Source: an optimization exercise on an open RTL-to-GDS flow (aim: small area, a short achievable clock period and few clock cycles per item). Production flows keep margins and buffers that such runs may drop.
The RTL was checked by simulation tests, not by an equivalence proof against the original design.

### flow/design.v
package rsa_pkg;
  localparam int PW_DEF  = 16;
  localparam int NW_DEF  = 2 * PW_DEF;
  localparam int DIV_LAT = NW_DEF;
endpackage
import rsa_pkg::*;
module rsa_seq_div
#(
  parameter int W = rsa_pkg::DIV_LAT
) (
  input  logic         clk,
  input  logic         rst,
  input  logic         start,
  input  logic [W-1:0] dividend,
  input  logic [W-1:0] divisor,
  output logic [W-1:0] quot,
  output logic [W-1:0] rem,
  output logic         done
);
  localparam int CW = $clog2(W + 1);
  logic [W-1:0]  rem_q, quo_q, dsr_q;
  logic [CW-1:0] cnt;
  logic          active;
  logic [W-1:0]  src_rem, src_quo, src_dsr, nxt_rem, nxt_quo;
  logic [W:0]    trial;
  logic          qbit;
  always_comb begin
    src_rem = start ? '0       : rem_q;
    src_quo = start ? dividend : quo_q;
    src_dsr = start ? divisor  : dsr_q;
    trial   = {src_rem, src_quo[W-1]};
    if (trial >= {1'b0, src_dsr}) begin
      nxt_rem = W'(trial - {1'b0, src_dsr});
      qbit    = 1'b1;
    end else begin
      nxt_rem = trial[W-1:0];
      qbit    = 1'b0;
    end
    nxt_quo = {src_quo[W-2:0], qbit};
  end
  always_ff @(posedge clk) begin
    if (rst) begin
      active <= 1'b0;
      done   <= 1'b0;
      cnt    <= '0;
    end else begin
      done <= 1'b0;
      if (start) begin
        active <= 1'b1;
        cnt    <= CW'(1);
      end else if (active) begin
        cnt <= cnt + CW'(1);
        if (cnt == CW'(W - 1)) begin
          active <= 1'b0;
          done   <= 1'b1;
        end
      end
    end
  end
  always_ff @(posedge clk) begin
    if (start || active) begin
      rem_q <= nxt_rem;
      quo_q <= nxt_quo;
    end
    if (start) dsr_q <= divisor;
  end
  assign quot = quo_q;
  assign rem  = rem_q;
endmodule
module rsa_key_setup
#(
  parameter int PW = rsa_pkg::PW_DEF
) (
  input  logic            clk,
  input  logic            rst,
  input  logic            start,
  input  logic [PW-1:0]   p,
  input  logic [PW-1:0]   q,
  input  logic [2*PW-1:0] ext_e,
  output logic            busy,
  output logic            done,
  output logic [2*PW-1:0] n,
  output logic [2*PW-1:0] e_o,
  output logic [2*PW-1:0] d,
  output logic            invalid
);
  logic        in_idle, in_mul, in_gcd;
  logic [2:0]  cnt;
  logic        borrow, case2, pqbad, phiodd, first, ltf;
  logic [31:0] phr;           
  logic [32:0] a, t;
  logic [32:0] ca1, ct1, ct2;
  logic        ca2s;          
  logic [32:0] ca2;
  assign ca2 = {ca2s, d};
  logic        tz;            
  logic [1:0]  dct, dca;      
  logic        dmx;           
  logic        h2r;           
  function automatic logic [35:0] ks36(input logic [35:0] x, input logic [35:0] y);
    logic [35:0] g, p, gg, pp, g2, p2;
    g = x & y;
    p = x ^ y;
    gg = g;
    pp = p;
    for (int k = 1; k < 36; k = k * 2) begin
      g2 = gg;
      p2 = pp;
      for (int i = k; i < 36; i++) begin
        g2[i] = gg[i] | (pp[i] & gg[i-k]);
        p2[i] = pp[i] & pp[i-k];
      end
      gg = g2;
      pp = p2;
    end
    ks36 = p ^ {gg[34:0], 1'b0};
  endfunction
  logic        swap, h2;
  logic [33:0] va_x, va_y, va_sum;
  logic [35:0] va_ks;
  logic        va_zero;
  logic [32:0] t_next;
  always_comb begin
    va_x   = {t[32], t};
    va_y   = {a[32], a};
    va_ks  = ks36({{2{va_x[33]}}, va_x}, {{2{va_y[33]}}, va_y});
    va_sum = va_ks[33:0];
    va_zero = ((va_x ^ va_y) == {(va_x[32:0] | va_y[32:0]), 1'b0});
    h2     = h2r;
    if (t[0]) t_next = h2 ? {va_sum[33], va_sum[33:2]} : va_sum[33:1];
    else      t_next = h2 ? {{2{t[32]}}, t[32:2]} : {t[32], t[32:1]};
    swap   = t[0] & (va_sum[33] != t[32]);
  end
  function automatic logic [34:0] add4(input logic [34:0] x,
                                       input logic [34:0] y, input logic en_y,
                                       input logic [34:0] z, input logic en_z, input logic en_w,
                                       input logic neg_z);
    logic [34:0] yy, zx, zz, ww, s1v, c1v, s2v, c2v;
    logic [35:0] r;
    yy  = en_y ? y : 35'd0;
    zx  = neg_z ? ~z : z;
    zz  = en_z ? zx : 35'd0;
    ww  = en_w ? {zx[33:0], neg_z} : 35'd0;
    s1v = x ^ yy ^ zz;
    c1v = {(x[33:0] & yy[33:0]) | (x[33:0] & zz[33:0]) | (yy[33:0] & zz[33:0]), 1'b0};
    s2v = s1v ^ c1v ^ ww;
    c2v = {(s1v[33:0] & c1v[33:0]) | (s1v[33:0] & ww[33:0]) | (c1v[33:0] & ww[33:0]), en_z & neg_z};
    r   = ks36({s2v, 1'b1}, {c2v, en_w & neg_z});
    add4 = r[35:1];
  endfunction
  logic        yen1, zen1, zng1, wa1, yen2, zen2, zng2, wa2, wb;
  logic        sh2;
  logic [34:0] m1, m2, s1, s2;
  logic [1:0]  dct_n, dca_n;
  logic        par_n, sig_n, h2_n, p2q_n, odd_i, h2_i, bor_n;
  always_comb begin
    m1  = {3'b000, e_o};
    m2  = {3'b111, phr};
    sh2 = in_mul | (in_gcd & h2r);
    s1 = add4({{2{ct1[32]}}, ct1}, {{2{ca1[32]}}, ca1}, yen1, m1, zen1, wa1 ^ (wb & zng1), zng1);
    s2 = add4({{2{ct2[32]}}, ct2}, {{2{ca2[32]}}, ca2}, yen2, m2, zen2, wa2 ^ (wb & zng1), zng2);
    dct_n = case2 ? (sh2 ? s2[3:2] : s2[2:1]) : (sh2 ? s1[3:2] : s1[2:1]);
    dca_n = swap ? dct : dca;
    par_n = dct_n[0] ^ (t_next[0] & dca_n[0]);
    sig_n = ~(case2 ? (sh2 ? s2[34] : s2[33]) : (sh2 ? s1[34] : s1[33]));
    h2_n  = t_next[0] ? (t_next[1] ^ (swap ? t[1] : a[1])) : ~t_next[1];
    p2q_n = dct_n[1] ^ (t_next[0] & dca_n[1]) ^ (par_n & dmx)
          ^ (dct_n[0] | (t_next[0] & dca_n[0]));
    bor_n = borrow & ~ct2[0] & ~ct2[1];
    odd_i = a[0] & s2[2];
    h2_i  = a[0] ? (s2[2] ? (s2[3] ^ a[1]) : ~s2[3]) : ~a[1];
  end
  always_ff @(posedge clk) begin
    if (rst) begin
      in_idle <= 1'b1;
      in_mul  <= 1'b0;
      in_gcd  <= 1'b0;
      busy    <= 1'b0;
      done    <= 1'b0;
      invalid <= 1'b0;
      n       <= '0;
      e_o     <= '0;
      d       <= '0;
    end else begin
      done <= 1'b0;
      if (in_idle) begin
        busy <= 1'b0;
        if (start && !busy) begin
          busy    <= 1'b1;
          a       <= {1'b0, ext_e};
          e_o     <= {p, 16'd0};
          phr     <= {~(p - 16'd2), 16'd0};
          ct1     <= {17'd0, q};
          ct2     <= {17'd0, q};
          borrow  <= 1'b1;
          pqbad   <= (p < 16'd2) || (q < 16'd2) || (p == q);
          phiodd  <= ~p[0] & ~q[0];
          yen1    <= 1'b0;  zen1 <= q[0];   wa1 <= q[1];              zng1 <= 1'b0;
          yen2    <= 1'b0;  zen2 <= ~q[0];  wa2 <= q[1] ^ ~q[0];      zng2 <= 1'b0;
          wb      <= 1'b0;
          cnt     <= '0;
          in_idle <= 1'b0;
          in_mul  <= 1'b1;
        end
      end
      else if (in_mul) begin
        ct1    <= s1[34:2];
        ct2    <= s2[34:2];
        borrow <= bor_n;
        cnt    <= cnt + 3'd1;
        zen1   <= s1[2];
        wa1    <= s1[3];
        zen2   <= s2[2] ^ bor_n;
        wa2    <= s2[3] ^ (bor_n & ~s2[2]);
        if (cnt == 3'd7) begin
          in_mul <= 1'b0;
          n      <= s1[33:2];
          phr    <= s2[33:2];
          e_o    <= a[31:0];
          if (pqbad || (a[31:1] == 31'd0) || (!a[0] && !phiodd)) begin
            done    <= 1'b1;
            invalid <= 1'b1;
            d       <= '0;
            in_idle <= 1'b1;
          end else begin
            case2 <= ~a[0];
            tz    <= 1'b0;
            first <= 1'b1;
            dca   <= 2'b00;
            dct   <= 2'b11;
            dmx   <= a[0] ? a[1] : ~s2[3];
            h2r   <= h2_i;
            yen1  <= odd_i;  zen1 <= 1'b1;  zng1 <= 1'b0;
            yen2  <= odd_i;  zen2 <= 1'b1;  zng2 <= 1'b1;
            wa1   <= h2_i & (a[0] ? a[1] : ~s2[3]);
            wa2   <= h2_i & (a[0] ? a[1] : ~s2[3]);
            wb    <= h2_i;
            if (a[0]) begin
              t    <= s2[34:2];
              ca1  <= '0;
              ct1  <= {33{1'b1}};
              ca2s <= 1'b1;
              d    <= {32{1'b1}};
              ct2  <= '0;
            end else begin
              a    <= s2[34:2];
              t    <= a;
              ca1  <= {33{1'b1}};
              ct1  <= '0;
              ca2s <= 1'b0;
              d    <= 32'd0;
              ct2  <= {33{1'b1}};
            end
            in_gcd <= 1'b1;
          end
        end
      end
      else if (in_gcd) begin
        first <= 1'b0;
        if (first) ltf <= va_sum[33];
        if (tz) begin
          done    <= 1'b1;
          in_gcd  <= 1'b0;
          in_idle <= 1'b1;
          if (ltf && (a == {33{1'b1}})) begin
            invalid <= 1'b0;
            d       <= s2[31:0];
          end else begin
            invalid <= 1'b1;
            d       <= '0;
          end
        end else begin
          t   <= t_next;
          tz  <= t[0] & va_zero;
          ct1 <= sh2 ? s1[34:2] : s1[33:1];
          ct2 <= sh2 ? s2[34:2] : s2[33:1];
          dct <= dct_n;
          h2r  <= h2_n;
          if (t[0] & va_zero) begin
            yen1 <= 1'b0;  zen1 <= 1'b0;  zng1 <= 1'b0;  wa1 <= 1'b0;
            yen2 <= 1'b1;  zen2 <= swap ? ct2[32] : ca2s;  zng2 <= 1'b1;  wa2 <= 1'b0;
            wb   <= 1'b0;
          end else begin
            yen1 <= t_next[0];  zen1 <= par_n;  zng1 <= sig_n;   wa1 <= h2_n & p2q_n;
            yen2 <= t_next[0];  zen2 <= par_n;  zng2 <= ~sig_n;  wa2 <= h2_n & p2q_n;
            wb   <= h2_n & par_n;
          end
          if (swap) begin
            a    <= t;
            ca1  <= ct1;
            ca2s <= ct2[32];
            d    <= ct2[31:0];
            dca  <= dct;
          end
        end
      end
    end
  end
endmodule
### flow/run.sh
#!/bin/bash
# synth_recipe.tcl (not shown) runs the flow's synth.tcl, then flattens the netlist and writes it again
# the make line also repeats each setting of config.mk as NAME=value (left out here)
make -C /OpenROAD-flow-scripts/flow DESIGN_CONFIG=/design/flow/config.mk WORK_HOME=/design/flow/orfs CLKGATE_MAP_FILE= SYNTH_SCRIPT=/design/flow/synth_recipe.tcl finish
### flow/config.mk
export PLATFORM = sky130hd
export DESIGN_NAME = rsa_key_setup
export DESIGN_NICKNAME = rsa_key_setup
export VERILOG_FILES = /design/flow/design.v
export SDC_FILE = /design/flow/constraint.sdc
export NUM_CORES = 4
export LEC_CHECK = 0
export CAP_MARGIN = 20
export CORE_MARGIN = 2
export CORE_UTILIZATION = 40
export SETUP_SLACK_MARGIN = 4
export SLEW_MARGIN = 20
### flow/constraint.sdc
create_clock -name core_clock -period 10.0 [get_ports {clk}]
set_input_delay 2.0000 -clock core_clock [delete_from_list [all_inputs] [get_ports {clk}]]
set_output_delay 2.0000 -clock core_clock [all_outputs]
set_load 0.01 [all_outputs]
==> impl_metrics.tcl, run 1 <==
set metrics [dict create \
    vias 23900 \
    yosysUniqueCellTypes 88 \
    hp-class "flop to flop" \
    syn_nets 3447 \
    hold_violations 0 \
    grt-ovfl-total 0 \
    ys_warn_count 1 \
    cts.sinks 325 \
    syn_to_final_growth_pct 14.6 \
    cts.clk_slew.worst_paths_ps 60 \
    grt_setup_unrepaired "no" \
    die_w_um 265 \
    slew_viol_final 0 \
    cts_buffer_depth 3 \
    async_flop_share_pct 0 \
    rows 95 \
    cp.arrival_ps 6010 \
    wirelength_mm 97.2 \
    outcome "no timing/DRC/antenna violations" \
    cp-start-kind "flop" \
    ys_seq_area_share_pct 32.0 \
    io_buffers 165 \
    finalNetCount 3530 \
    via_per_inst 5.84 \
    crit_chain "buf_6, xor2_1, nand2_1, fa_1, inv_1, ha_1, ha_1, a31o_2, a21oi_1, xnor2_1, inv_1, o21ai_0, a21oi_1, ha_1, nand2_1, xor2_1, xnor2_1, xnor2_1, o31ai_1" \
    io_pins 166 \
    critPathCaptureType "flop" \
    cap_viol_max_count 0 \
    place_congestion 0.926 \
    clock_skew_ps 18.8 \
    coreArea_sq_um 67400 \
    setup_viol 0 \
    cts-buffers-inserted 40 \
    die_h_um 265 \
    postRouteAntennaNets 0 \
    htreeDepth 2 \
    final_common_cell "nand2_1" \
    path_class "flop to flop" \
    cts_hold_buf 0 \
    worstSkewPairLatency_ps 590 \
    ys_seq_elements 325 \
    synth.avg_cell_area_sq_um 8.80 \
    max_freq_mhz 178 \
    slew_headroom_pct 23.4 \
    antenna_found_initial 1 \
    cts_root_buf "clkbuf_16" \
    grt_max_degree 74 \
    worst_path_max_delay_cell "xnor2_1" \
    fin_util_pct 46.4 \
    drt-pass1-iter-count 6 \
    syn_inst 3105 \
    cts_tree "yes" \
    grt_pass1_vias 23100 \
    dp_hpwl_mm 71.5 \
    drive_above_1_share_pct 6.18 \
    grt_pass1_wl_mm 146 \
    final.setup.tns_ps 0 \
    initial_core_util_pct 40.5 \
    dieArea_sq_um 70400 \
    layout_common_cells "410 x nand2_1, 315 x inv_1, 223 x edfxtp_1" \
    grt_usage_pct 27.3 \
    synth_edf_count 223 \
    drt_iter0_drc 2403 \
    min_period_ps 5610 \
    worst-slew-pin-transition_ps 1140 \
    cp_max_fo 39 \
    wl_per_cell_um 23.7 \
    synth_ff_type "edfxtp_1" \
    crit_required_ps 10410 \
    critPathMaxStageDelay_ps 840 \
    post-route-period-util_pct 56.1 \
    drc 0 \
    syn_area_sq_um 27300 \
    diodes 0 \
]
cell type report:
type | count | area [sq um]
clock inverter | 15 | 145
sequential | 325 | 8740
inverter | 317 | 1190
timing repair buffer | 216 | 2060
multi-input combinational | 2288 | 16800
fill | 6462 | 36100
tap | 873 | 1090
clock buffer | 59 | 1230
critical path: cells and delay by family, from the launching register on:
family	cells	cell delay, ps
buffers and inverters	3	850
AND/OR/NAND/NOR	2	180
AO/OA/AOI/OAI	5	870
flip-flops	1	340
XOR/XNOR	5	1530
adder cells (fa/ha/maj)	4	1610
sequential cells by signal, summed over array words and instances, names as in the netlist, 3 cells and up:
register,flops
a,33
ct1,33
ca1,33
ct2,33
cnt,3
e_o,32
n,32
phr,32
t,33
d,32
cell families after synthesis:
family                   synth area share, %
XOR/XNOR                                7.43
AO/OA/AOI/OAI                           19.0
adder cells (fa/ha/maj)                 16.3
flip-flops                              32.0
multiplexers                            3.55
AND/OR/NAND/NOR                         15.0
buffers and inverters                   6.86
worst paths after layout:
check,from,endpoint,slack [ps],depth (start not counted)
max reg2reg,zng2$_SDFFCE_PP0P_,wa2$_DFFE_PP_,4390,19
min reg2reg,n[15]$_SDFFE_PP0P_,n[15]$_SDFFE_PP0P_,450,2
min,n[15]$_SDFFE_PP0P_,n[15]$_SDFFE_PP0P_,450,2
max,zng2$_SDFFCE_PP0P_,wa2$_DFFE_PP_,4390,19
per-stage QoR:
step | cells | area (sq um) | hold WS (ps) | setup WS [ps]
after global routing | 4093 | 31300 | 475 | 4090
after detailed placement | 4018 | 29900 | 447 | 3960
final | 4093 | 31300 | 452 | 4390
after global placement | 4016 | 29800 | 445 | 4080
after CTS | 4092 | 31200 | 456 | 4100
after floorplan | 3105 | 27300 | 406 | 4260
Yosys cell counts, drive strengths merged, types with 5 or more instances:
master   number  area share [%]
nand2       413             5.7
inv         317             4.4
edfxtp      223              25
nor2        214             2.9
o21ai       198             3.6
a21oi       197             3.6
xor2        153             5.0
clkbuf      150             2.1
ha          142             6.5
fa          133             9.7
dfxtp       102             7.5
xnor2        76             2.4
mux2i        72             2.6
nor3         61             1.1
a21o         52             1.4
a221oi       49             1.7
and2         49             1.1
a22oi        43             1.2
a211oi       42             1.2
nand4        34            0.78
nand3        33            0.60
o211ai       26            0.71
buf          25            0.44
nor4         25            0.60
nor2b        22            0.50
nand2b       20            0.46
o21bai       20            0.56
o221ai       17            0.55
a22o         16            0.51
a221o        15            0.55
o22ai        15            0.34
a31oi        14            0.32
o21a         14            0.38
mux2         12            0.49
or2          11            0.25
o31ai        10            0.33
a41oi         8            0.39
and3          8            0.18
o2111ai       6            0.19
mux4          5            0.41
repair_timing:
action | 4_1_cts | 5_1_grt
pin swaps | 0 | 0
setup buffers | 0 | 0
endpoints found under the setup margin | 2 | 6
resized for setup | 1 | 3
metal layers:
metal | wire length (um) | up-vias | global-route usage (%)
met3 | 9540 | 174 | 6.76
li1 | - | 11000 | -
met5 | 20 | - | 0
met1 | 41800 | 11700 | 37.7
met2 | 41900 | 1075 | 41.3
met4 | 3890 | 2 | 10.2
Testbench counts, summed over its fixed seeds: cycles 44,928, keys 1,200.
==> inputs of run 2 (changes only) <==
--- a/flow/config.mk
+++ b/flow/config.mk
@@ -9,4 +9,4 @@
 export CORE_MARGIN = 2
 export CORE_UTILIZATION = 40
-export SETUP_SLACK_MARGIN = 4
+export SETUP_SLACK_MARGIN = 5
 export SLEW_MARGIN = 20
==> impl_metrics.tcl, run 2 <==
set metrics [dict create \
    drive_above_1_share_pct 13.0 \
    path_class "flop to flop" \
    use_met1_pct 39.9 \
    htreeDepth 2 \
    vias 24800 \
    syn_area_sq_um 27300 \
    synthTopCellsByArea "edfxtp_1 25%, fa_1 9.7%, dfxtp_1 7.5%" \
    cts.sinks 325 \
    syn_nets 3447 \
    dp_cells 4013 \
    synthTopCellsByCount "413 x nand2_1, 315 x inv_1, 223 x edfxtp_1" \
    synth-simple-area-share_pct 15.0 \
    synth_xor_area_share_pct 7.43 \
    rows 95 \
    via_per_inst 5.98 \
    grt_usage_pct 29.2 \
    grt-ovfl-total 0 \
    dieArea_sq_um 70400 \
    synth_most_common_cell "nand2_1" \
    worstSkewPairLatency_ps 590 \
    crit_path_start "zng2$_SDFFCE_PP0P_" \
    grt_setup_unrepaired "yes" \
    place_congestion 0.973 \
    synth_top_area_cell "edfxtp_1" \
    die_w_um 265 \
    coreArea_sq_um 67400 \
    syn_inst 3105 \
    initial_core_util_pct 40.5 \
    crit_required_ps 10330 \
    reg2regPathDepth 18 \
    post-route-period-util_pct 50.5 \
    drt-pass1-iter-count 6 \
    cp-start-kind "flop" \
    antenna_found_initial 2 \
    grt_pass1_wl_mm 155 \
    r2r-start "zng2$_SDFFCE_PP0P_" \
    final_common_cell "nand2_1" \
    post-synth-top-area-fraction_pct 24.5 \
    setup_viol 0 \
    wirelength_mm 105 \
    worstSetupEndpoint "t[25]$_DFFE_PP_" \
    cts_tree "yes" \
    clock_skew_ps 15.9 \
    final.setup.tns_ps 0 \
    use_met2_pct 44.6 \
    synth_edf_count 223 \
    worst-slew-pin-transition_ps 1250 \
    hold_violations 0 \
    finalNetCount 3588 \
    cp.arrival_ps 5370 \
    synth_ff_type "edfxtp_1" \
    ys_seq_elements 325 \
    ys_seq_area_share_pct 32.0 \
    io_pins 166 \
    synth-adder-area-share_pct 16.3 \
    drt_iter0_drc 2715 \
    hp-class "flop to flop" \
    postRouteAntennaNets 0 \
    grtUsageMet3_pct 6.90 \
    layout_common_cells "409 x nand2_1, 307 x inv_1, 223 x edfxtp_1" \
    cts.clk_slew.worst_paths_ps 60 \
    cp_max_fo 13 \
    critPathCaptureType "flop" \
    slew_headroom_pct 16.0 \
    fillCellCount 6304 \
    drc 0 \
    grt_max_degree 78 \
    synth_compound_area_share_pct 19.0 \
    min_period_ps 5050 \
    cts-buffers-inserted 42 \
    slew_viol_final 0 \
    syn_to_final_growth_pct 21.9 \
    max_freq_mhz 198 \
    yosys-mux-area-fraction_pct 3.55 \
    wl_per_cell_um 25.4 \
    place_area_sq_um 29900 \
    instances_no_fill 4154 \
    grt_pass1_vias 24300 \
    die_h_um 265 \
    cts_root_buf "clkbuf_16" \
    ys_warn_count 1 \
    cap_viol_max_count 0 \
    io_buffers 165 \
    r2r_slack_ps 4950 \
    yosysUniqueCellTypes 88 \
    grt-busiest-layer "met2" \
    final_cell_area_sq_um 33300 \
    cts_buffer_depth 3 \
    outcome "no timing/DRC/antenna violations" \
    synth_top_family_by_area "compound AO/OA/AOI/OAI gates" \
    async_flop_share_pct 0 \
    dp_hpwl_mm 75.1 \
    synth.avg_cell_area_sq_um 8.80 \
    r2r-end "t[25]$_DFFE_PP_" \
]
[run 2: cell types whose count changed in the layout (fill, tap and decap cells not counted), sizes merged]
cell	delta
clkbuf	+4
inv	+1
diode	+2
bufinv	+2
clkinv	-1
clkinvlp	-1
buf	+54
[run 2: what timing repair did]
item | in CTS | in global routing
setup buffers | 19 | 36
gates resized for setup | 70 | 192
endpoints found under the hold margin | 0 | 0
hold buffers | 0 | 0
cloned | 2 | 2
endpoints found under the setup margin | 138 | 134
pin swaps | 16 | 83
[run 2: how the worst min path moves through the flow]
stage / from / to / slack [ps] / cells after the start
final: n[4]$_SDFFE_PP0P_ / n[4]$_SDFFE_PP0P_ / 450 / 2
after global routing: n[17]$_SDFFE_PP0P_ / n[17]$_SDFFE_PP0P_ / 470 / 2
after CTS: n[26]$_SDFFE_PP0P_ / n[26]$_SDFFE_PP0P_ / 460 / 2
after detailed placement: n[26]$_SDFFE_PP0P_ / n[26]$_SDFFE_PP0P_ / 450 / 2
after global placement: n[31]$_SDFFE_PP0P_ / n[31]$_SDFFE_PP0P_ / 450 / 2
after floorplan: in_mul$_SDFFE_PP0N_ / first$_DFFE_PP_ / 410 / 0
[run 2: logic make-up after synthesis]
kind of cell,after synthesis
simple gates,914
flops,325
compound gates,781
mux,89
buf+inv,492
xor+xnor,229
fa+ha+maj,275
[run 2: final cells by class]
| class | instances | area (sq um) | area share (%) |
|---|---|---|---|
| Antenna cell | 2 | 5.00 | 0.0150 |
| Multi-Input combinational cell | 2288 | 18200 | 54.5 |
| Inverter | 317 | 1190 | 3.58 |
| Tap cell | 873 | 1090 | 3.28 |
| Sequential cell | 325 | 8740 | 26.3 |
| Clock inverter | 16 | 185 | 0.556 |
| Clock buffer | 61 | 1260 | 3.78 |
| Timing Repair Buffer | 272 | 2670 | 8.02 |
[run 2: worst max-delay path, cell delays in order, from the launching register on]
cell      delay [ps]
edfxtp_1         430
buf_6            160
buf_8            160
xor2_2           150
nand2_1           90
fa_1             520
inv_1             70
fa_1             520
ha_4             330
o21ai_0           80
a21oi_1          190
o211ai_1         180
or3_4            420
a21boi_4         210
a41oi_4          190
buf_6            170
o31ai_4          340
xor2_4           180
a221o_1          390
[run 2: per-layer routing]
metal | wire length (um) | share of wire (%) | up-vias
met5 | 13 | 0.012 | -
li1 | - | - | 11100
met4 | 4430 | 4.2 | 2
met2 | 46200 | 44 | 1239
met1 | 43900 | 42 | 12200
met3 | 10900 | 10 | 236
[run 2: through the flow]
stage / utilization (%) / setup slack (ps) / hold slack, ps
CTS: 47.4 / 4820 / 455
global route: 49.4 / 4810 / 475
finish: 49.4 / 4950 / 455
global placement: 44.3 / 3940 / 446
floorplan: - / 5000 / 406
detailed placement: 44.3 / 4300 / 447
==> inputs of run 3 (changes only) <==
--- a/flow/design.v
+++ b/flow/design.v
@@ -172,4 +172,13 @@
   end
   always_ff @(posedge clk) begin
+    t    <= t_next;
+    tz   <= t[0] & va_zero;
+    ct1  <= sh2 ? s1[34:2] : s1[33:1];
+    ct2  <= sh2 ? s2[34:2] : s2[33:1];
+    dct  <= dct_n;
+    h2r  <= h2_n;
+    yen1 <= t_next[0];  zen1 <= par_n;  zng1 <= sig_n;   wa1 <= h2_n & p2q_n;
+    yen2 <= t_next[0];  zen2 <= par_n;  zng2 <= ~sig_n;  wa2 <= h2_n & p2q_n;
+    wb   <= h2_n & par_n;
     if (rst) begin
       in_idle <= 1'b1;
@@ -205,12 +214,9 @@
       end
       else if (in_mul) begin
-        ct1    <= s1[34:2];
-        ct2    <= s2[34:2];
         borrow <= bor_n;
         cnt    <= cnt + 3'd1;
-        zen1   <= s1[2];
-        wa1    <= s1[3];
-        zen2   <= s2[2] ^ bor_n;
-        wa2    <= s2[3] ^ (bor_n & ~s2[2]);
+        yen1   <= 1'b0;  zen1 <= s1[2];          wa1 <= s1[3];                      zng1 <= 1'b0;
+        yen2   <= 1'b0;  zen2 <= s2[2] ^ bor_n;  wa2 <= s2[3] ^ (bor_n & ~s2[2]);   zng2 <= 1'b0;
+        wb     <= 1'b0;
         if (cnt == 3'd7) begin
           in_mul <= 1'b0;
@@ -271,18 +277,8 @@
           end
         end else begin
-          t   <= t_next;
-          tz  <= t[0] & va_zero;
-          ct1 <= sh2 ? s1[34:2] : s1[33:1];
-          ct2 <= sh2 ? s2[34:2] : s2[33:1];
-          dct <= dct_n;
-          h2r  <= h2_n;
           if (t[0] & va_zero) begin
             yen1 <= 1'b0;  zen1 <= 1'b0;  zng1 <= 1'b0;  wa1 <= 1'b0;
             yen2 <= 1'b1;  zen2 <= swap ? ct2[32] : ca2s;  zng2 <= 1'b1;  wa2 <= 1'b0;
             wb   <= 1'b0;
-          end else begin
-            yen1 <= t_next[0];  zen1 <= par_n;  zng1 <= sig_n;   wa1 <= h2_n & p2q_n;
-            yen2 <= t_next[0];  zen2 <= par_n;  zng2 <= ~sig_n;  wa2 <= h2_n & p2q_n;
-            wb   <= h2_n & par_n;
           end
           if (swap) begin
--- a/flow/config.mk
+++ b/flow/config.mk
@@ -8,5 +8,5 @@
 export CAP_MARGIN = 20
 export CORE_MARGIN = 2
-export CORE_UTILIZATION = 40
+export CORE_UTILIZATION = 55
 export SETUP_SLACK_MARGIN = 5
 export SLEW_MARGIN = 20
==> impl_metrics.tcl, run 3 <==
set metrics [dict create \
    clock_skew_ps 13.1 \
    cts.sinks 325 \
    pre_cts_ws_ps 4340 \
    crit_family "compound AO/OA/AOI/OAI gates" \
    cts_tree "yes" \
    drc 0 \
    cts_root_buf "clkbuf_16" \
    grt_usage_pct 37.0 \
    synth-adder-area-share_pct 17.0 \
    grt-ovfl-total 0 \
    post-route-period-util_pct 50.0 \
    syn_area_sq_um 26100 \
    synth_top_family_by_area "compound AO/OA/AOI/OAI gates" \
    syn_nets 3357 \
    path_buf_inv 3 \
    synth_xor_area_share_pct 7.85 \
    dp_hpwl_mm 67.1 \
    critPathCaptureType "flop" \
    grt_max_degree 69 \
    grt_setup_unrepaired "yes" \
    setup_viol 0 \
    hp-class "flop to flop" \
    io_pins 166 \
    htreeDepth 2 \
    max_freq_mhz 200 \
    syn_inst 3015 \
    grt_pass1_wl_mm 139 \
    coreArea_sq_um 46700 \
    vias 23700 \
    final.setup.tns_ps 0 \
    cts.clk_slew.worst_paths_ps 60 \
    multi_input_area_sq_um 17000 \
    synth_most_common_cell "nand2_1" \
    hold_violations 0 \
    io_buffers 165 \
    syn_to_final_growth_pct 15.8 \
    synthTopCellsByArea "dfxtp_1 16%, edfxtp_1 13%, fa_1 10%" \
    fin_util_pct 64.7 \
    slew_headroom_pct 26.9 \
    synth.avg_cell_area_sq_um 8.65 \
    drive_above_1_share_pct 8.61 \
    post-synth-top-area-fraction_pct 16.4 \
    instances_no_fill 3745 \
    ys_seq_area_share_pct 29.2 \
    cp-start-kind "flop" \
    wirelength_mm 92.8 \
    path_class "flop to flop" \
    dieArea_sq_um 49200 \
    cap_viol_max_count 0 \
    place_area_sq_um 28100 \
    crit_chain "buf_12, buf_4, xor2_1, nand2_1, fa_1, fa_1, inv_1, ha_1, and3_1, a221oi_2, o211ai_1, and3_1, a21oi_4, a31oi_4, a221oi_4, xnor2_2, mux4_2, a21o_1" \
    cp_max_fo 8 \
    worst_path_max_delay_cell "fa_1" \
    fillCellCount 3955 \
    cts_buffer_depth 3 \
    place_congestion 0.988 \
    yosys-mux-area-fraction_pct 4.10 \
    final_common_cell "nand2_1" \
    timing.hold.ws_ps 453 \
    postRouteAntennaNets 0 \
    die_w_um 222 \
    initial_core_util_pct 55.9 \
    finalNetCount 3448 \
    cp.arrival_ps 5470 \
    ff_latch_area_sq_um 7630 \
    rows 79 \
    setup_slack_ps 5000 \
    final_cell_area_sq_um 30200 \
    outcome "no timing/DRC/antenna violations" \
    via_per_inst 6.32 \
    async_flop_share_pct 0 \
    drt_iter0_drc 2857 \
    ys_warn_count 1 \
    drt-pass1-iter-count 19 \
    wl_per_cell_um 24.8 \
    synth_edf_count 111 \
    synth_ff_type "dfxtp_1" \
    synthTopCellsByCount "415 x nand2_1, 328 x inv_1, 214 x dfxtp_1" \
    worst-slew-pin-transition_ps 1090 \
    ys_seq_elements 325 \
    synth-simple-area-share_pct 15.5 \
    layout_common_cells "412 x nand2_1, 327 x inv_1, 209 x dfxtp_1" \
    synth_top_area_cell "dfxtp_1" \
    yosysUniqueCellTypes 91 \
    min_period_ps 5000 \
    synth_compound_area_share_pct 18.9 \
    dp_cells 3646 \
    slew_viol_final 0 \
    grt_pass1_vias 23100 \
    cts-buffers-inserted 40 \
    crit_required_ps 10470 \
    worstSkewPairLatency_ps 580 \
    critPathMaxStageDelay_ps 490 \
    antenna_found_initial 4 \
    die_h_um 222 \
]
run 3: cell types whose count changed after synthesis, sizes merged, moves of 13 or more:
| cell | before | now |
|---|---|---|
| xnor2 | 76 | 98 |
| o221ai | 17 | 4 |
| edfxtp | 223 | 111 |
| dfxtp | 102 | 214 |
| o211ai | 26 | 45 |
| o21ai | 198 | 162 |
| mux2i | 72 | 55 |
| a21o | 52 | 80 |
| a21oi | 197 | 161 |
| nor2 | 214 | 160 |
| xor2 | 153 | 134 |
run 3: cells by family (layout without fill, tap and decap cells):
logic type	Yosys count	count (layout)
AO/OA/AOI/OAI	723	723
XOR/XNOR	232	232
adder cells (fa/ha/maj)	275	275
buffers and inverters	507	628
flip-flops	325	325
multiplexers	84	84
other	0	2
AND/OR/NAND/NOR	869	869
run 3: final cells by class:
cell class                 count  share of cell area (%)
tap                          607                    2.52
multi-input combinational   2183                    56.2
inverter                     330                    4.10
timing repair buffer         226                    7.51
clock inverter                 9                   0.207
antenna                        2                  0.0166
clock buffer                  63                    4.18
sequential                   325                    25.3
run 3: final timing paths:
path | endpoint | slack [ps] | depth (start not counted) | from
hold / removal | n[24]$_SDFFE_PP0P_ | 450 | 2 | n[24]$_SDFFE_PP0P_
setup reg to reg | zng2$_DFF_P_ | 5000 | 18 | zng1$_DFF_P_
setup / recovery | zng2$_DFF_P_ | 5000 | 18 | zng1$_DFF_P_
hold reg to reg | n[24]$_SDFFE_PP0P_ | 450 | 2 | n[24]$_SDFFE_PP0P_
run 3: worst reg2reg max path, cell delays in order (launching register included):
cell and delay (ps):
dfxtp_4 430, buf_12 160, buf_4 130, xor2_1 180
nand2_1 100, fa_1 490, fa_1 490, inv_1 40
ha_1 350, and3_1 240, a221oi_2 330, o211ai_1 190
and3_1 240, a21oi_4 210, a31oi_4 160, a221oi_4 330
xnor2_2 130, mux4_2 490, a21o_1 190
run 3: routing by layer:
layer	GRT usage, %	wire length [um]	up-vias
met2	60.4	42400	1295
met1	47.7	36600	11500
li1	-	-	10600
met5	0.391	31	-
met3	5.80	8520	270
met4	19.2	5170	4
run 3: what timing repair did:
action	in CTS	in global routing
pin swaps	4	13
resized for setup	30	44
gates cloned	1	3
setup endpoints to repair	143	106
hold buffers	0	0
buffers inserted	4	16
Testbench counts of run 3, summed over its fixed seeds: cycles 44,928, keys 1,200.
==> inputs of run 4 (changes only) <==
--- a/flow/config.mk
+++ b/flow/config.mk
@@ -8,5 +8,6 @@
 export CAP_MARGIN = 20
 export CORE_MARGIN = 2
-export CORE_UTILIZATION = 55
+export CORE_UTILIZATION = 40
+export CTS_BUF_LIST = sky130_fd_sc_hd__clkbuf_8
 export SETUP_SLACK_MARGIN = 5
 export SLEW_MARGIN = 20
==> impl_metrics.tcl, run 4 <==
set metrics [dict create \
    place_congestion 0.961 \
    antenna_found_initial 2 \
    syn_area_sq_um 26100 \
    cts.clk_slew.worst_paths_ps 60 \
    drt_iter0_drc 1837 \
    path_class "flop to flop" \
    grt_setup_unrepaired "yes" \
    wl_per_cell_um 24.2 \
    crit_required_ps 10580 \
    vias 23400 \
    synth_ff_type "dfxtp_1" \
    cts_buffer_depth 3 \
    yosysUniqueCellTypes 91 \
    drt-pass1-iter-count 8 \
    io_pins 166 \
    synth_most_common_cell "nand2_1" \
    die_w_um 259 \
    slew_headroom_pct 20.8 \
    synthTopCellsByArea "dfxtp_1 16%, edfxtp_1 13%, fa_1 10%" \
    timing.hold.ws_ps 453 \
    slew_viol_final 0 \
    cts_root_buf "clkbuf_8" \
    cp_max_fo 6 \
    postRouteAntennaNets 0 \
    synthTopCellsByCount "415 x nand2_1, 328 x inv_1, 214 x dfxtp_1" \
    clock_skew_ps 52.1 \
    worstSkewPairLatency_ps 720 \
    reg2regPathDepth 17 \
    grt_pass1_wl_mm 147 \
    coreArea_sq_um 64500 \
    layout_common_cells "411 x nand2_1, 352 x inv_1, 208 x dfxtp_1" \
    drc 0 \
    cts_hold_buf 0 \
    rows 93 \
    cts_tree "yes" \
    dp_cells 3896 \
    worst-slew-pin-transition_ps 1180 \
    min_period_ps 4950 \
    final_common_cell "nand2_1" \
    async_flop_share_pct 0 \
    instances_no_fill 4052 \
    grt_max_degree 83 \
    dp_hpwl_mm 70.8 \
    max_freq_mhz 202 \
    ys_seq_area_share_pct 29.2 \
    io_buffers 165 \
    critPathCaptureType "flop" \
    wirelength_mm 98.0 \
    grt-ovfl-total 0 \
    grt_usage_pct 28.8 \
    fin_util_pct 47.9 \
    synth_edf_count 111 \
    min_to "n[19]$_SDFFE_PP0P_" \
    post-route-period-util_pct 49.5 \
    final.setup.tns_ps 0 \
    grt_pass1_vias 23700 \
    r2r-start "zng2$_DFF_P_" \
    outcome "no timing/DRC/antenna violations" \
    hold_violations 0 \
    min_from "n[19]$_SDFFE_PP0P_" \
    post-synth-top-area-fraction_pct 16.4 \
    initial_core_util_pct 40.4 \
    cts.sinks 325 \
    synth.avg_cell_area_sq_um 8.65 \
    syn_nets 3357 \
    htreeDepth 2 \
    die_h_um 259 \
    fillCellCount 6268 \
    drive_above_1_share_pct 10.9 \
    synth_top_area_cell "dfxtp_1" \
    cp-start-kind "flop" \
    ys_warn_count 1 \
    r2r-end "zng2$_DFF_P_" \
    cap_viol_max_count 0 \
    r2r_slack_ps 5050 \
    finalNetCount 3487 \
    hp-class "flop to flop" \
    syn_inst 3015 \
    cp.arrival_ps 5530 \
    ys_seq_elements 325 \
    dieArea_sq_um 67200 \
    whs_path_depth 2 \
    cts-buffers-inserted 61 \
    syn_to_final_growth_pct 18.5 \
    setup_viol 0 \
    via_per_inst 5.78 \
]
## run 4: layer usage
metal  wire [um]  vias up  GRT usage [%]  share of wire (%)
met5          11        -              0              0.011
met4        4940        2           13.6                5.0
met3        7570      214           4.56                7.7
met2       45700     1047           47.6                 47
met1       39800    11500           36.8                 41
li1            -    10600              -                  -
## run 4: logic make-up after synthesis
logic type / count (synthesis) / synth area share [%]
and+or+nand+nor: 869 / 15.5
muxes: 84 / 4.10
DFF: 325 / 29.2
buffers and inverters: 507 / 7.42
AOI/OAI and AO/OA: 723 / 18.9
xor gates and xnor gates: 232 / 7.85
adders and majority gates: 275 / 17.0
## run 4: worst max-delay path, stage by stage, from the launching register on
cell and delay [ps]:
dfxtp_4 460, clkbuf_16 210, xor2_1 190, nand2_1 100, fa_1 500, fa_1 500
inv_1 40, ha_1 400, and4_4 310, nand4_1 220, nand2b_4 220, a21oi_4 230
nor3_4 90, a21oi_4 240, a311oi_4 160, xnor2_4 210, mux4_2 550, a21o_1 180
## run 4: worst max path at each step
stage                      start               to  slack [ps]  cells past startpoint
global route        zng2$_DFF_P_  a[27]$_DFFE_PP_        4900                     20
CTS                 zng2$_DFF_P_  a[28]$_DFFE_PP_        4980                     18
floorplan           zng2$_DFF_P_     zng2$_DFF_P_        5020                     19
finish              zng2$_DFF_P_     zng2$_DFF_P_        5050                     17
detailed placement    wb$_DFF_P_  a[30]$_DFFE_PP_        4210                     17
global placement      wb$_DFF_P_  a[30]$_DFFE_PP_        4240                     17
## run 4: area by class of cell
type,count,area [sq um],area share (%)
Antenna cell,4,10.0,0.0324
Clock buffer,72,991,3.21
Clock inverter,39,211,0.684
Inverter,330,1240,4.01
Multi-Input combinational cell,2184,17300,56.0
Sequential cell,325,7630,24.7
Tap cell,855,1070,3.46
Timing Repair Buffer,243,2440,7.89
## run 4: timing repair
action / 4_1_cts / 5_1_grt
hold endpoints to repair: 0 / 0
pin swaps: 9 / 28
endpoints found under the setup margin: 157 / 96
resized for setup: 45 / 81
buffers inserted: 4 / 30
cloned: 4 / 1
## run 4: metrics by stage
stage	setup slack (ps)	instance area, sq um
after floorplan	5020	26100
after global placement	4240	28500
after detailed placement	4210	28500
after CTS	4980	30100
after global routing	4900	30900
final	5050	30900
==> inputs of run 5 (changes only) <==
--- a/flow/config.mk
+++ b/flow/config.mk
@@ -9,5 +9,4 @@
 export CORE_MARGIN = 2
 export CORE_UTILIZATION = 40
-export CTS_BUF_LIST = sky130_fd_sc_hd__clkbuf_8
 export SETUP_SLACK_MARGIN = 5
 export SLEW_MARGIN = 20
==> impl_metrics.tcl, run 5 <==
set metrics [dict create \
    initial_core_util_pct 40.4 \
    cts-buffers-inserted 41 \
    ys_warn_count 1 \
    io_pins 166 \
    crit_family "compound AO/OA/AOI/OAI gates" \
    worst-slew-pin-transition_ps 1200 \
    grt_setup_unrepaired "yes" \
    worst_path_max_delay_cell "mux4_2" \
    synthTopCellsByCount "415 x nand2_1, 328 x inv_1, 214 x dfxtp_1" \
    cap_viol_max_count 0 \
    cp.arrival_ps 5430 \
    synth_most_common_cell "nand2_1" \
    finalNetCount 3468 \
    crit_required_ps 10470 \
    timing.hold.ws_ps 452 \
    cts_buffer_depth 3 \
    drive_above_1_share_pct 10.4 \
    critPathCaptureType "flop" \
    ys_seq_elements 325 \
    yosys-mux-area-fraction_pct 4.10 \
    drt_iter0_drc 1916 \
    syn_nets 3357 \
    grt_pass1_wl_mm 146 \
    path_class "flop to flop" \
    setup_viol 0 \
    cts.clk_slew.worst_paths_ps 60 \
    via_per_inst 5.84 \
    path_buf_inv 4 \
    rows 93 \
    grt_pass1_vias 23500 \
    syn_inst 3015 \
    synth_ff_type "dfxtp_1" \
    post-synth-top-area-fraction_pct 16.4 \
    syn_area_sq_um 26100 \
    hp-class "flop to flop" \
    grt-ovfl-total 0 \
    final.setup.tns_ps 0 \
    cp-start-kind "flop" \
    synth_top_family_by_area "compound AO/OA/AOI/OAI gates" \
    drt-pass1-iter-count 6 \
    wirelength_mm 98.2 \
    place_area_sq_um 28500 \
    max_freq_mhz 202 \
    cts_root_buf "clkbuf_16" \
    cp_max_fo 5 \
    dp_hpwl_mm 70.8 \
    dieArea_sq_um 67200 \
    synth-simple-area-share_pct 15.5 \
    diodes 0 \
    synth_edf_count 111 \
    critPathMaxStageDelay_ps 550 \
    min_period_ps 4960 \
    layout_common_cells "411 x nand2_1, 325 x inv_1, 208 x dfxtp_1" \
    crit_chain "buf_12, xor2_2, and2_4, fa_1, inv_2, fa_1, inv_2, ha_4, o211ai_1, a31oi_1, o21bai_1, a2111o_1, a21oi_4, buf_6, a211oi_4, o21ai_2, xor2_4, mux4_2, a21o_1" \
    final_cell_area_sq_um 31100 \
    htreeDepth 2 \
    slew_headroom_pct 19.3 \
    ys_seq_area_share_pct 29.2 \
    vias 23500 \
    syn_to_final_growth_pct 19.3 \
    outcome "no timing/DRC/antenna violations" \
    synthTopCellsByArea "dfxtp_1 16%, edfxtp_1 13%, fa_1 10%" \
    slew_viol_final 0 \
    worstSkewPairLatency_ps 590 \
    clock_skew_ps 24.2 \
    grt_max_degree 83 \
    cts_tree "yes" \
    synth-adder-area-share_pct 17.0 \
    hold_violations 0 \
    synth_xor_area_share_pct 7.85 \
    place_congestion 0.961 \
    synth_top_area_cell "dfxtp_1" \
    synth_compound_area_share_pct 18.9 \
    yosysUniqueCellTypes 91 \
    grt_usage_pct 28.6 \
    final_common_cell "nand2_1" \
    drc 0 \
    post-route-period-util_pct 49.6 \
    die_w_um 259 \
    io_buffers 165 \
    die_h_um 259 \
    cts_hold_buf 0 \
    coreArea_sq_um 64500 \
    synth.avg_cell_area_sq_um 8.65 \
    async_flop_share_pct 0 \
    cts.sinks 325 \
    wl_per_cell_um 24.5 \
    antenna_found_initial 0 \
    postRouteAntennaNets 0 \
]
==> run 5: cell types whose count changed in the layout (fill, tap and decap cells not counted), sizes merged <==
| cell | delta |
|---|---|
| inv | -23 |
| bufinv | +2 |
| diode | -4 |
| buf | -1 |
| clkinv | +1 |
| clkbuf | -14 |
| bufbuf | +1 |
==> run 5: cell type report <==
type / instances / area (sq um)
clock buffer: 57 / 1150
clock inverter: 19 / 190
tap: 855 / 1070
fill: 6201 / 33400
inverter: 330 / 1240
sequential: 325 / 7630
multi-input combinational: 2184 / 17300
timing repair buffer: 244 / 2480
==> run 5: worst min-delay path, cell delays in order (launching register included) <==
cell and delay [ps]:
dfxtp_1 310, nand2_1 50, a21oi_1 50
==> run 5: final timing paths <==
| kind | start | end | slack (ps) | depth (start not counted) |
|---|---|---|---|---|
| worst max-delay path | zng2$_DFF_P_ | zng2$_DFF_P_ | 5040 | 19 |
| worst min-delay path | n[19]$_SDFFE_PP0P_ | n[19]$_SDFFE_PP0P_ | 450 | 2 |
| worst max register to register | zng2$_DFF_P_ | zng2$_DFF_P_ | 5040 | 19 |
| worst min register to register | n[19]$_SDFFE_PP0P_ | n[19]$_SDFFE_PP0P_ | 450 | 2 |
==> run 5: cell families after synthesis <==
| kind of cell | count (synthesis) |
|---|---|
| buffers and inverters | 507 |
| AOI/OAI and AO/OA | 723 |
| adders and majority gates | 275 |
| and+or+nand+nor | 869 |
| muxes | 84 |
| xor gates and xnor gates | 232 |
| DFF | 325 |
==> run 5: layer usage <==
metal | global-route usage, % | part of all wire (%) | vias up
met1 | 36.7 | 41 | 11600
met4 | 13.4 | 5.2 | 0
li1 | - | - | 10600
met2 | 47.4 | 47 | 1008
met3 | 4.20 | 7.2 | 218
met5 | 0 | 0 | -
==> run 5: metrics by stage <==
stage	std cells	utilization, %	setup WS, ps
global route	4014	48.2	4940
global placement	3896	44.2	4240
CTS	3979	46.9	4960
detailed placement	3896	44.2	4210
floorplan	3015	-	5020
finish	4014	48.2	5040
==> run 5: timing repair <==
| action | CTS | global route |
|---|---|---|
| endpoints found under the setup margin | 158 | 107 |
| resized for setup | 47 | 85 |
| pin swaps | 9 | 33 |
| buffers inserted | 4 | 31 |
| cloned | 3 | 2 |
==> inputs of run 6 (changes only) <==
--- a/flow/config.mk
+++ b/flow/config.mk
@@ -9,4 +9,6 @@
 export CORE_MARGIN = 2
 export CORE_UTILIZATION = 40
+export CTS_BUF_LIST = sky130_fd_sc_hd__clkbuf_4
+export CTS_CLUSTER_SIZE = 20
 export SETUP_SLACK_MARGIN = 5
 export SLEW_MARGIN = 20
==> impl_metrics.tcl, run 6 <==
set metrics [dict create \
    place_congestion 0.961 \
    grt_max_degree 83 \
    post-route-period-util_pct 49.7 \
    fin_util_pct 48.3 \
    pre_cts_ws_ps 4210 \
    drc 0 \
    syn_nets 3357 \
    drt-pass1-iter-count 5 \
    grt-ovfl-total 0 \
    die_h_um 259 \
    drt_iter0_drc 2112 \
    dp_hpwl_mm 70.8 \
    timing.hold.ws_ps 453 \
    io_buffers 165 \
    min_period_ps 4970 \
    synth_ff_type "dfxtp_1" \
    vias 23900 \
    setup_viol 0 \
    path_class "flop to flop" \
    initial_core_util_pct 40.4 \
    ys_seq_elements 325 \
    crit_required_ps 10700 \
    cap_viol_max_count 0 \
    cp-start-kind "flop" \
    cts_root_buf "clkbuf_4" \
    min_from "n[19]$_SDFFE_PP0P_" \
    slew_headroom_pct 21.9 \
    r2r-start "zng2$_DFF_P_" \
    grt_usage_pct 28.9 \
    coreArea_sq_um 64500 \
    ys_warn_count 1 \
    syn_to_final_growth_pct 19.4 \
    cts_hold_buf 0 \
    critPathCaptureType "flop" \
    synth.avg_cell_area_sq_um 8.65 \
    dp_cells 3896 \
    synthTopCellsByArea "dfxtp_1 16%, edfxtp_1 13%, fa_1 10%" \
    synth_top_area_cell "dfxtp_1" \
    synth_most_common_cell "nand2_1" \
    ys_seq_area_share_pct 29.2 \
    antenna_found_initial 2 \
    io_pins 166 \
    dieArea_sq_um 67200 \
    syn_inst 3015 \
    cts.sinks 325 \
    syn_area_sq_um 26100 \
    clock_skew_ps 66.2 \
    htreeDepth 3 \
    via_per_inst 5.79 \
    async_flop_share_pct 0 \
    rows 93 \
    grt_pass1_wl_mm 147 \
    final_common_cell "nand2_1" \
    instances_no_fill 4124 \
    outcome "no timing/DRC/antenna violations" \
    final.setup.tns_ps 0 \
    worstSkewPairLatency_ps 900 \
    crit_path_start "zng2$_DFF_P_" \
    yosysUniqueCellTypes 91 \
    grt_pass1_vias 23900 \
    layout_common_cells "411 x nand2_1, 325 x inv_1, 208 x dfxtp_1" \
    cts-buffers-inserted 95 \
    cts_buffer_depth 3 \
    cp_max_fo 6 \
    max_freq_mhz 201 \
    wirelength_mm 98.9 \
    cp.arrival_ps 5670 \
    cts.clk_slew.worst_paths_ps 70 \
    hp-class "flop to flop" \
    synthTopCellsByCount "415 x nand2_1, 328 x inv_1, 214 x dfxtp_1" \
    die_w_um 259 \
    postRouteAntennaNets 0 \
    drive_above_1_share_pct 13.2 \
    wl_per_cell_um 24.0 \
    hold_violations 0 \
    grt_setup_unrepaired "yes" \
    cts_tree "yes" \
    setup_slack_ps 5030 \
    finalNetCount 3528 \
    worst-slew-pin-transition_ps 1160 \
    post-synth-top-area-fraction_pct 16.4 \
    synth_edf_count 111 \
    slew_viol_final 0 \
]
-- run 6: path summary, 6_finish.rpt --
path | endpoint | slack, ps | cells past startpoint
worst min-delay path | n[19]$_SDFFE_PP0P_ | 450 | 2
worst max register to register | t[29]$_DFF_P_ | 5030 | 20
worst max-delay path | t[29]$_DFF_P_ | 5030 | 20
worst min register to register | n[19]$_SDFFE_PP0P_ | 450 | 2
-- run 6: metrics by stage --
step / cell area, sq um
after floorplan: 26100
after global placement: 28500
after detailed placement: 28500
after CTS: 30200
after global routing: 31100
final: 31100
-- run 6: kinds of logic (layout without fill, tap and decap cells) --
logic type	Yosys count	in the layout	synth area share [%]
adder cells (fa/ha/maj)	275	275	17.0
buffers and inverters	507	758	7.42
AND/OR/NAND/NOR	869	869	15.5
multiplexers	84	84	4.10
other	0	2	0
AO/OA/AOI/OAI	723	723	18.9
flip-flops	325	325	29.2
XOR/XNOR	232	233	7.85
-- run 6: repair_timing --
item                       4_1_cts  5_1_grt
gates resized for setup         48       89
setup buffers                    7       34
gates cloned                     3        2
setup endpoints to repair      154      105
pin swaps                        9       34
-- run 6: cell type report --
class,instances,area [sq um]
fillers,6215,33300
multi-input cells,2184,17400
flip-flops and latches,325,7630
repair buffers,250,2540
inverters,330,1240
well taps,855,1070
clock buffers,140,1050
clock inverters,38,223
diodes,2,5.00
-- run 6: layer usage --
layer  vias to the layer above  track usage, %  wire length [um]
met4                         2            14.4              5220
met5                         -               0                13
met1                     11700            36.5             40100
li1                      10800               -                 -
met3                       262            5.02              7890
met2                      1099            47.5             45700
-- run 6: critical path: stages, from the launching register on --
cell and delay [ps]:
dfxtp_4 410, buf_12 160, xor2_2 150, and2_4 160
fa_1 500, inv_2 50, fa_1 530, inv_2 50
ha_4 270, o211ai_1 90, a31oi_1 200, o21bai_1 140
a2111o_1 500, a21oi_4 270, buf_6 140, o41ai_4 100
buf_4 170, o31ai_4 240, xor2_4 200, a222oi_1 270
o211ai_1 180
==> inputs of run 7 (changes only) <==
==> flow/flow/run.sh (new file) <==
#!/bin/bash
set -euo pipefail
bash standard.sh SETUP_SLACK_MARGIN=6 finish > standard_flow.log 2>&1
==> flow/standard.sh (new file) <==
#!/bin/bash
# synth_recipe.tcl (not shown) runs the flow's synth.tcl, then flattens the netlist and writes it again
# the make line also repeats each setting of config.mk as NAME=value (left out here)
make -C /OpenROAD-flow-scripts/flow DESIGN_CONFIG=/design/flow/config.mk WORK_HOME=/design/flow/orfs CLKGATE_MAP_FILE= SYNTH_SCRIPT=/design/flow/synth_recipe.tcl "${@:-finish}"
--- a/flow/config.mk
+++ b/flow/config.mk
@@ -9,6 +9,3 @@
 export CORE_MARGIN = 2
 export CORE_UTILIZATION = 40
-export CTS_BUF_LIST = sky130_fd_sc_hd__clkbuf_4
-export CTS_CLUSTER_SIZE = 20
-export SETUP_SLACK_MARGIN = 5
 export SLEW_MARGIN = 20
removed: flow/run.sh
==> impl_metrics.tcl, run 7 <==
set metrics [dict create \
    final.setup.tns_ps 0 \
    drt_iter0_drc 2243 \
    syn_inst 3015 \
    grt-busiest-layer "met2" \
    cp_max_fo 5 \
    via_per_inst 5.89 \
    critPathCaptureType "flop" \
    crit_required_ps 10470 \
    cp-start-kind "flop" \
    rows 93 \
    ys_seq_area_share_pct 29.2 \
    cts.sinks 325 \
    post-route-period-util_pct 48.8 \
    use_met2_pct 48.8 \
    finalNetCount 3696 \
    instances_no_fill 4240 \
    crit_chain "buf_12, buf_16, xor2_2, nand2_1, fa_1, fa_1, inv_1, ha_4, nand2_1, o21bai_1, a2111o_1, a21oi_4, buf_12, o41ai_4, buf_6, buf_4, buf_6, buf_6, xor2_4, nor2_1, a221o_1" \
    critPathMaxStageDelay_ps 570 \
    grt_max_degree 71 \
    min_period_ps 4880 \
    grt-ovfl-total 0 \
    ys_warn_count 1 \
    vias 25000 \
    clock_skew_ps 17.2 \
    worst-slew-pin-transition_ps 1060 \
    grt_pass1_wl_mm 154 \
    coreArea_sq_um 64500 \
    syn_nets 3357 \
    synth_most_common_cell "nand2_1" \
    slew_viol_final 0 \
    hp-class "flop to flop" \
    use_met1_pct 39.1 \
    place_congestion 0.971 \
    hold_violations 0 \
    dp_hpwl_mm 71.0 \
    grtUsageMet3_pct 5.14 \
    worst_path_max_delay_cell "fa_1" \
    final_cell_area_sq_um 36300 \
    setup_slack_ps 5120 \
    post-synth-top-area-fraction_pct 16.4 \
    grt_pass1_vias 24600 \
    max_freq_mhz 205 \
    slew_headroom_pct 29.1 \
    syn_area_sq_um 26100 \
    wirelength_mm 106 \
    syn_to_final_growth_pct 39.2 \
    synthTopCellsByArea "dfxtp_1 16%, edfxtp_1 13%, fa_1 10%" \
    drc 0 \
    ys_seq_elements 325 \
    cp.arrival_ps 5340 \
    cts-buffers-inserted 40 \
    synth_top_area_cell "dfxtp_1" \
    layout_common_cells "383 x nand2_1, 311 x inv_1, 209 x dfxtp_1" \
    drive_above_1_share_pct 26.9 \
    wl_per_cell_um 25.1 \
    pre_cts_ws_ps 4270 \
    die_w_um 259 \
    grt_setup_unrepaired "yes" \
    grt_usage_pct 30.2 \
    fillCellCount 5560 \
    die_h_um 259 \
    drt-pass1-iter-count 5 \
    antenna_found_initial 3 \
    cts_root_buf "clkbuf_16" \
    cts_buffer_depth 3 \
    cts.clk_slew.worst_paths_ps 60 \
    place_area_sq_um 28800 \
    async_flop_share_pct 0 \
    synth.avg_cell_area_sq_um 8.65 \
    synthTopCellsByCount "415 x nand2_1, 328 x inv_1, 214 x dfxtp_1" \
    setup_viol 0 \
    dp_cells 3893 \
    io_buffers 165 \
    cap_viol_max_count 0 \
    path_class "flop to flop" \
    synth_ff_type "dfxtp_1" \
    worstSkewPairLatency_ps 590 \
    cts_tree "yes" \
    initial_core_util_pct 40.4 \
    dieArea_sq_um 67200 \
    postRouteAntennaNets 0 \
    htreeDepth 2 \
    final_common_cell "nand2_1" \
    cp_common_cell "buf_6" \
    yosysUniqueCellTypes 91 \
    outcome "no timing/DRC/antenna violations" \
    synth_edf_count 111 \
    io_pins 166 \
]
-- run 7: cell counts after synthesis --
No cell type changed its count.
-- run 7: logic make-up (layout without fill, tap and decap cells) --
family	after synthesis	count (layout)	synth area share, %
fa+ha+maj	275	275	17.0
mux	84	84	4.10
simple gates	869	869	15.5
xor+xnor	232	232	7.85
other cells	0	2	0
buf+inv	507	873	7.42
flops	325	325	29.2
compound gates	723	725	18.9
-- run 7: final cells by class --
cell class | count | area (sq um) | share of cell area, %
diodes | 2 | 5.00 | 0.0138
multi-input cells | 2185 | 20200 | 55.7
well taps | 855 | 1070 | 2.95
clock inverters | 19 | 134 | 0.369
flip-flops and latches | 325 | 7630 | 21.0
repair buffers | 472 | 4870 | 13.4
inverters | 330 | 1240 | 3.43
clock buffers | 52 | 1110 | 3.05
-- run 7: final timing paths --
path                      from           endpoint  slack [ps]  depth (start not counted)
max               zng2$_DFF_P_      t[17]$_DFF_P_        5120                         21
min          n[5]$_SDFFE_PP0P_  n[5]$_SDFFE_PP0P_         450                          2
max reg2reg       zng2$_DFF_P_      t[17]$_DFF_P_        5120                         21
min reg2reg  n[5]$_SDFFE_PP0P_  n[5]$_SDFFE_PP0P_         450                          2
-- run 7: critical path: cells and delay by family, from the launching register on --
kind | cells | cell delay (ps)
xor+xnor | 2 | 430
flops | 1 | 360
buf+inv | 8 | 1030
compound gates | 5 | 1180
fa+ha+maj | 3 | 1420
simple gates | 3 | 290
-- run 7: per-stage QoR --
step                hold slack, ps  utilization (%)
global placement               444             44.7
global route                   472             56.3
finish                         450             56.3
floorplan                      406                -
detailed placement             449             44.7
CTS                            456             52.8
-- run 7: repair_timing --
item | in CTS | in global routing
hold buffers | 0 | 0
resized for setup | 453 | 259
hold endpoints to repair | 0 | 0
endpoints found under the setup margin | 318 | 294
setup buffers | 154 | 108
cloned | 9 | 1
pin swaps | 179 | 226
-- run 7: metal layers --
layer / vias up / routed length [um] / share of wire (%)
met4: 2 / 6430 / 6.0
met3: 311 / 8270 / 7.8
li1: 11100 / - / -
met2: 1222 / 48900 / 46
met1: 12400 / 42800 / 40
met5: - / 12 / 0.011

[separate check: timing with driven ports]
Ports are ideal in the flow. The routed layouts listed here were re-timed in OpenROAD. Step 1: set_driving_cell puts a clkbuf_16 on clk and a buf_2 on each other input, an assumption about the parent block. Step 2 moves the port delays by t, midway between the first and last clock arrival at a register: inputs arrive t later, outputs are due t later. That takes back most of the time a late clock gives input paths. Slacks: ideal / step 1 / step 2; pairs: ideal / step 1.
run | shift t [ns] | setup slack, ns | cell pins on the clock port's net
run 1 | 0.649 | 4.393 / 4.393 / 4.393 | 1
run 2 | 0.645 | 4.954 / 4.954 / 4.954 | 1
run 3 | 0.629 | 5.003 / 5.003 / 5.003 | 1
run 4 | 0.748 | 5.048 / 5.048 / 4.557 | 1
run 5 | 0.648 | 5.038 / 5.038 / 4.564 | 1
run 6 | 0.927 | 5.026 / 5.026 / 4.576 | 1
run 7 | 0.641 | 5.123 / 5.123 / 5.064 | 1
After both steps setup and hold are still met in every run listed. For run 4, which loses most, drivers alone change the setup slack by 0.000 ns; drivers and shift together by -0.491 ns.
